This is an optimization exercise on Yosys and OpenROAD, whose aim is small area, a short achievable clock period and few clock cycles per item, not a production implementation. Power and IR drop assume default switching activity.

==> wip/cedar <==
==> flow/design.v <==
package ole_pkg;
    localparam int CAPACITY   = 16;
    localparam int DATA_WIDTH = 32;
    localparam int IDX_W      = (CAPACITY > 1) ? $clog2(CAPACITY) : 1;
    localparam int CNT_W      = $clog2(CAPACITY + 1);
    localparam int KIND_W     = 3;
    localparam int KEY_W      = 32;
    localparam int VALUE_W    = 32;
    localparam int INDEX_W    = 4;
    localparam int STATUS_W   = 2;
    localparam int POSITION_W = 4;
    localparam int RDATA_W    = 32;
    localparam int COUNT_W    = 5;
    localparam int CMP_W      = INDEX_W + CNT_W;
    typedef enum logic [KIND_W-1:0] {
        KIND_APPEND  = 3'd0,
        KIND_PREPEND = 3'd1,
        KIND_FIND    = 3'd2,
        KIND_DELETE  = 3'd3,
        KIND_INSERT  = 3'd4,
        KIND_READ    = 3'd5,
        KIND_WRITE   = 3'd6
    } kind_t;
    typedef enum logic [STATUS_W-1:0] {
        ST_OK    = 2'd0,
        ST_MISS  = 2'd1,
        ST_FULL  = 2'd2,
        ST_RANGE = 2'd3
    } status_t;
    typedef enum logic [1:0] {
        CELL_HOLD       = 2'd0,
        CELL_LOAD       = 2'd1,
        CELL_TAKE_LOWER = 2'd2,
        CELL_TAKE_UPPER = 2'd3
    } cell_op_t;
    typedef enum logic [1:0] {
        MODE_HOLD  = 2'd0,
        MODE_LOAD  = 2'd1,
        MODE_OPEN  = 2'd2,
        MODE_CLOSE = 2'd3
    } chain_mode_t;
    typedef struct packed {
        chain_mode_t            mode;
        logic [IDX_W-1:0]       pos;
    } chain_cmd_t;
    typedef struct packed {
        logic                   hit;
        logic [IDX_W-1:0]       hit_pos;
    } match_info_t;
endpackage
import ole_pkg::*;
module ole_cell (
    input  logic                            clk,
    input  logic                            we,
    input  logic [ole_pkg::DATA_WIDTH-1:0]  value,
    input  logic [ole_pkg::DATA_WIDTH-1:0]  key,
    output logic [ole_pkg::DATA_WIDTH-1:0]  entry,
    output logic                            match
);
    logic [DATA_WIDTH-1:0] entry_reg;
    always_ff @(posedge clk)
    begin
        if (we)
            entry_reg <= value;
    end
    assign match = (entry_reg == key);
    assign entry = entry_reg;
endmodule
import ole_pkg::*;
module ole_chain (
    input  logic                            clk,
    input  logic                            rst_n,
    input  ole_pkg::chain_cmd_t             cmd,
    input  logic [CAPACITY-1:0]             sel,       
    output logic [CAPACITY*IDX_W-1:0]       slots
);
    logic [IDX_W-1:0] pos_slot [CAPACITY];
    logic [IDX_W-1:0] pos_next [CAPACITY];
    logic [IDX_W-1:0] sel_slot;
    logic [CAPACITY-1:0] ge;
    always_comb
    begin
        sel_slot = '0;
        for (int p = 0; p < CAPACITY; p++)
            sel_slot = sel_slot | (sel[p] ? pos_slot[p] : '0);
    end
    always_comb
    begin
        ge[0] = sel[0];
        for (int p = 1; p < CAPACITY; p++)
            ge[p] = ge[p-1] | sel[p];
    end
    always_comb
    begin
        for (int p = 0; p < CAPACITY; p++)
        begin
            pos_next[p] = pos_slot[p];
            case (cmd.mode)
                MODE_OPEN:
                    if (sel[p])
                        pos_next[p] = pos_slot[CAPACITY-1];
                    else if (ge[p] && p > 0)
                        pos_next[p] = pos_slot[(p > 0) ? p-1 : 0];
                MODE_CLOSE:
                    if (p == CAPACITY - 1)
                    begin
                        if (ge[p])
                            pos_next[p] = sel_slot;
                    end
                    else if (ge[p])
                        pos_next[p] = pos_slot[(p < CAPACITY-1) ? p+1 : p];
                default: ;
            endcase
        end
    end
    always_ff @(posedge clk or negedge rst_n)
    begin
        if (!rst_n)
        begin
            for (int p = 0; p < CAPACITY; p++)
                pos_slot[p] <= IDX_W'(p);
        end
        else
        begin
            for (int p = 0; p < CAPACITY; p++)
                pos_slot[p] <= pos_next[p];
        end
    end
    always_comb
    begin
        for (int p = 0; p < CAPACITY; p++)
            slots[p*IDX_W +: IDX_W] = pos_slot[p];
    end
endmodule
import ole_pkg::*;
module ordered_list_engine_top (
    input  logic                            clk,
    input  logic                            rst_n,
    input  logic                            start,
    output logic                            busy,
    input  logic [ole_pkg::KIND_W-1:0]      kind,
    input  logic [ole_pkg::KEY_W-1:0]       key,
    input  logic [ole_pkg::VALUE_W-1:0]     value,
    input  logic [ole_pkg::INDEX_W-1:0]     index,
    output logic                            done,
    output logic [ole_pkg::STATUS_W-1:0]    status,
    output logic [ole_pkg::POSITION_W-1:0]  position,
    output logic [ole_pkg::RDATA_W-1:0]     read_data,
    output logic [ole_pkg::COUNT_W-1:0]     count
);
    logic                   v1;
    logic [KIND_W-1:0]      kind1;
    logic [DATA_WIDTH-1:0]  key1;
    logic [DATA_WIDTH-1:0]  value1;
    logic [IDX_W-1:0]       idx1;
    logic [CAPACITY-1:0]    m1;         
    logic [CNT_W-1:0]       cnt_reg;
    logic [CNT_W-1:0]       cnt_next;
    logic [CAPACITY*IDX_W-1:0] slots;
    logic [DATA_WIDTH-1:0]  entry_q [CAPACITY];
    logic [CAPACITY-1:0]    match;
    logic [CAPACITY-1:0]    we;
    logic                   done_reg;
    ole_pkg::status_t       status_reg;
    ole_pkg::status_t       status_next;
    logic [IDX_W-1:0]       pos_reg;
    logic [IDX_W-1:0]       pos_next;
    logic [RDATA_W-1:0]     rdata_reg;
    logic [RDATA_W-1:0]     rdata_next;
    assign busy = 1'b0;
    logic                   full;
    logic                   idx_ok;
    logic [IDX_W-1:0]       top_slot;
    logic [IDX_W-1:0]       idx_slot;
    logic [CAPACITY-1:0]    live;
    logic [CAPACITY-1:0]    pm;
    logic [CAPACITY-1:0]    first;
    logic                   hit;
    logic [IDX_W-1:0]       hit_pos;
    logic [CAPACITY-1:0]    cnt_hot;
    logic [CAPACITY-1:0]    sel;
    logic                   do_add;
    logic                   do_write;
    logic                   wv_match;
    ole_pkg::chain_cmd_t    cmd;
    assign full     = cnt_reg[CNT_W-1];
    assign idx_ok   = CNT_W'(idx1) < cnt_reg;
    assign top_slot = slots[(CAPACITY-1)*IDX_W +: IDX_W];
    assign idx_slot = slots[idx1*IDX_W +: IDX_W];
    always_comb
    begin
        for (int p = 0; p < CAPACITY; p++)
        begin
            live[p]    = CNT_W'(p) < cnt_reg;
            cnt_hot[p] = CNT_W'(p) == cnt_reg;
            pm[p]      = live[p] && m1[slots[p*IDX_W +: IDX_W]];
        end
    end
    always_comb
    begin
        logic seen;
        seen    = 1'b0;
        hit_pos = '0;
        for (int p = 0; p < CAPACITY; p++)
        begin
            first[p] = pm[p] && !seen;
            seen     = seen || pm[p];
        end
        for (int p = CAPACITY - 1; p >= 0; p--)
            if (pm[p])
                hit_pos = IDX_W'(p);
        hit = seen;
    end
    assign do_add   = v1 && !full && (kind1 == KIND_APPEND || kind1 == KIND_PREPEND ||
                                      kind1 == KIND_INSERT);
    assign do_write = v1 && idx_ok && (kind1 == KIND_WRITE);
    always_comb
    begin
        for (int s = 0; s < CAPACITY; s++)
            we[s] = (do_add && top_slot == IDX_W'(s)) ||
                    (do_write && idx_slot == IDX_W'(s));
    end
    genvar gs;
    generate
        for (gs = 0; gs < CAPACITY; gs++)
        begin : g_slot
            ole_cell u_cell (
                .clk   (clk),
                .we    (we[gs]),
                .value (value1),
                .key   (key),
                .entry (entry_q[gs]),
                .match (match[gs])
            );
        end
    endgenerate
    always_comb
    begin
        cmd.mode    = MODE_HOLD;
        cmd.pos     = '0;
        sel         = '0;
        cnt_next    = cnt_reg;
        status_next = ST_OK;
        pos_next    = '0;
        rdata_next  = '0;
        case (kind1)
            KIND_APPEND:
                if (full)
                    status_next = ST_FULL;
                else
                begin
                    cmd.mode = MODE_OPEN;
                    sel      = cnt_hot;
                    pos_next = IDX_W'(cnt_reg);
                    cnt_next = cnt_reg + CNT_W'(1);
                end
            KIND_PREPEND:
                if (full)
                    status_next = ST_FULL;
                else
                begin
                    cmd.mode = MODE_OPEN;
                    sel      = CAPACITY'(1);
                    cnt_next = cnt_reg + CNT_W'(1);
                end
            KIND_FIND:
                if (!hit)
                    status_next = ST_MISS;
                else
                begin
                    pos_next   = hit_pos;
                    rdata_next = key1;
                end
            KIND_DELETE:
                if (!hit)
                    status_next = ST_MISS;
                else
                begin
                    cmd.mode = MODE_CLOSE;
                    sel      = first;
                    pos_next = hit_pos;
                    cnt_next = cnt_reg - CNT_W'(1);
                end
            KIND_INSERT:
                if (!hit)
                    status_next = ST_MISS;
                else if (full)
                    status_next = ST_FULL;
                else
                begin
                    cmd.mode = MODE_OPEN;
                    sel      = first;
                    pos_next = hit_pos;
                    cnt_next = cnt_reg + CNT_W'(1);
                end
            KIND_READ:
                if (!idx_ok)
                    status_next = ST_RANGE;
                else
                begin
                    pos_next   = idx1;
                    rdata_next = entry_q[idx_slot];
                end
            KIND_WRITE:
                if (!idx_ok)
                    status_next = ST_RANGE;
                else
                    pos_next = idx1;
            default:
                status_next = ST_OK;
        endcase
        if (!v1)
        begin
            cmd.mode = MODE_HOLD;
            cnt_next = cnt_reg;
        end
    end
    ole_chain u_chain (
        .clk   (clk),
        .rst_n (rst_n),
        .cmd   (cmd),
        .sel   (sel),
        .slots (slots)
    );
    assign wv_match = (value1 == key);
    always_ff @(posedge clk)
    begin
        kind1  <= kind;
        key1   <= key;
        value1 <= value;
        idx1   <= IDX_W'(index);
        for (int s = 0; s < CAPACITY; s++)
            m1[s] <= we[s] ? wv_match : match[s];
    end
    always_ff @(posedge clk or negedge rst_n)
    begin
        if (!rst_n)
        begin
            v1       <= 1'b0;
            cnt_reg  <= '0;
            done_reg <= 1'b0;
        end
        else
        begin
            v1       <= start;
            cnt_reg  <= cnt_next;
            done_reg <= v1;
        end
    end
    always_ff @(posedge clk)
    begin
        status_reg <= status_next;
        pos_reg    <= pos_next;
        rdata_reg  <= rdata_next;
    end
    assign done      = done_reg;
    assign status    = status_reg;
    assign position  = POSITION_W'(pos_reg);
    assign read_data = rdata_reg;
    assign count     = COUNT_W'(cnt_reg);
endmodule
==> flow/run.sh <==
#!/bin/bash
# synth_recipe.tcl (not shown) runs the flow's synth.tcl, then flattens the netlist and writes it again
# the make line also repeats each setting of config.mk as NAME=value (left out here)
make -C /OpenROAD-flow-scripts/flow DESIGN_CONFIG=/design/flow/config.mk WORK_HOME=/design/flow/orfs CLKGATE_MAP_FILE= SYNTH_SCRIPT=/design/flow/synth_recipe.tcl finish
==> flow/config.mk <==
export PLATFORM = sky130hd
export DESIGN_NAME = ordered_list_engine_top
export DESIGN_NICKNAME = ordered_list_engine_top
export VERILOG_FILES = /design/flow/design.v
export SDC_FILE = /design/flow/constraint.sdc
export NUM_CORES = 4
export LEC_CHECK = 0
export CAP_MARGIN = 20
export CORE_MARGIN = 2
export CORE_UTILIZATION = 30
export SLEW_MARGIN = 20
==> flow/constraint.sdc <==
create_clock -name core_clock -period 7.0 [get_ports {clk}]
set_input_delay 1.4000 -clock core_clock [delete_from_list [all_inputs] [get_ports {clk}]]
set_output_delay 1.4000 -clock core_clock [all_outputs]
set_load 0.01 [all_outputs]
==> wip/yarrow (differences from wip/cedar) <==
SETUP_SLACK_MARGIN = 3.5   (was unset)
==> run summary <==
item                                                                                   wip/cedar               wip/yarrow
Global-route met2 utilization                                                             0.3717                   0.3929
GRT met3 Usage                                                                           0.05943                  0.09194
Leakage                                                                                 13.08 nW                 14.94 nW
Vias in the first global route                                                             26479                    28450
Area of all placed cells without fillers                                              42470 um^2               46660 um^2
CP endpoint                                                        g_slot[2].u_cell.entry_reg[7]   u_chain.pos_slot[7][2]
Global Route Usage Sum                                                                    0.2478                   0.2665
Sequential portion of the cell area                                                       0.4637                   0.4241
Crit path largest cell delay                                                             1.03 ns                  0.64 ns
Non-clock buffering overhead in the final layout                                         0.04295                  0.09632
Number of antenna violations at the first check in global routing                              5                       13
Clk network pwr share                                                                      0.392                    0.377
Switching share of power                                                                  0.2960                   0.3018
Result of the run                                                        complete, no violations  complete, no violations
DRT iter0 DRCs                                                                              4657                     5229
Fmax                                                                                   190.0 MHz                262.6 MHz
Function was not checked in any run of this note: the RTL went through the layout flow alone.

## what the ideal ports hide
Ports are ideal in the flow. The routed layouts listed here were re-timed in OpenROAD. Step 1: set_driving_cell puts a clkbuf_16 on clk and a buf_2 on each other input, an assumption about the parent block. Step 2 moves the port delays by t, midway between the first and last clock arrival at a register: inputs arrive t later, outputs are due t later. That takes back most of the time a late clock gives input paths. Three values: no drivers, after step 1, after step 2; two values: the first two.
run	t (ns)	slack for setup (ns)	worst setup path at the end
wip/cedar	0.760	1.736 / 1.736 / 1.736	register to register
wip/yarrow	0.726	3.192 / 3.192 / 2.620	input to register
After both steps every run listed still meets setup and hold. For wip/yarrow, which loses most, drivers alone change the setup slack by 0.000 ns; drivers and shift together by -0.572 ns.
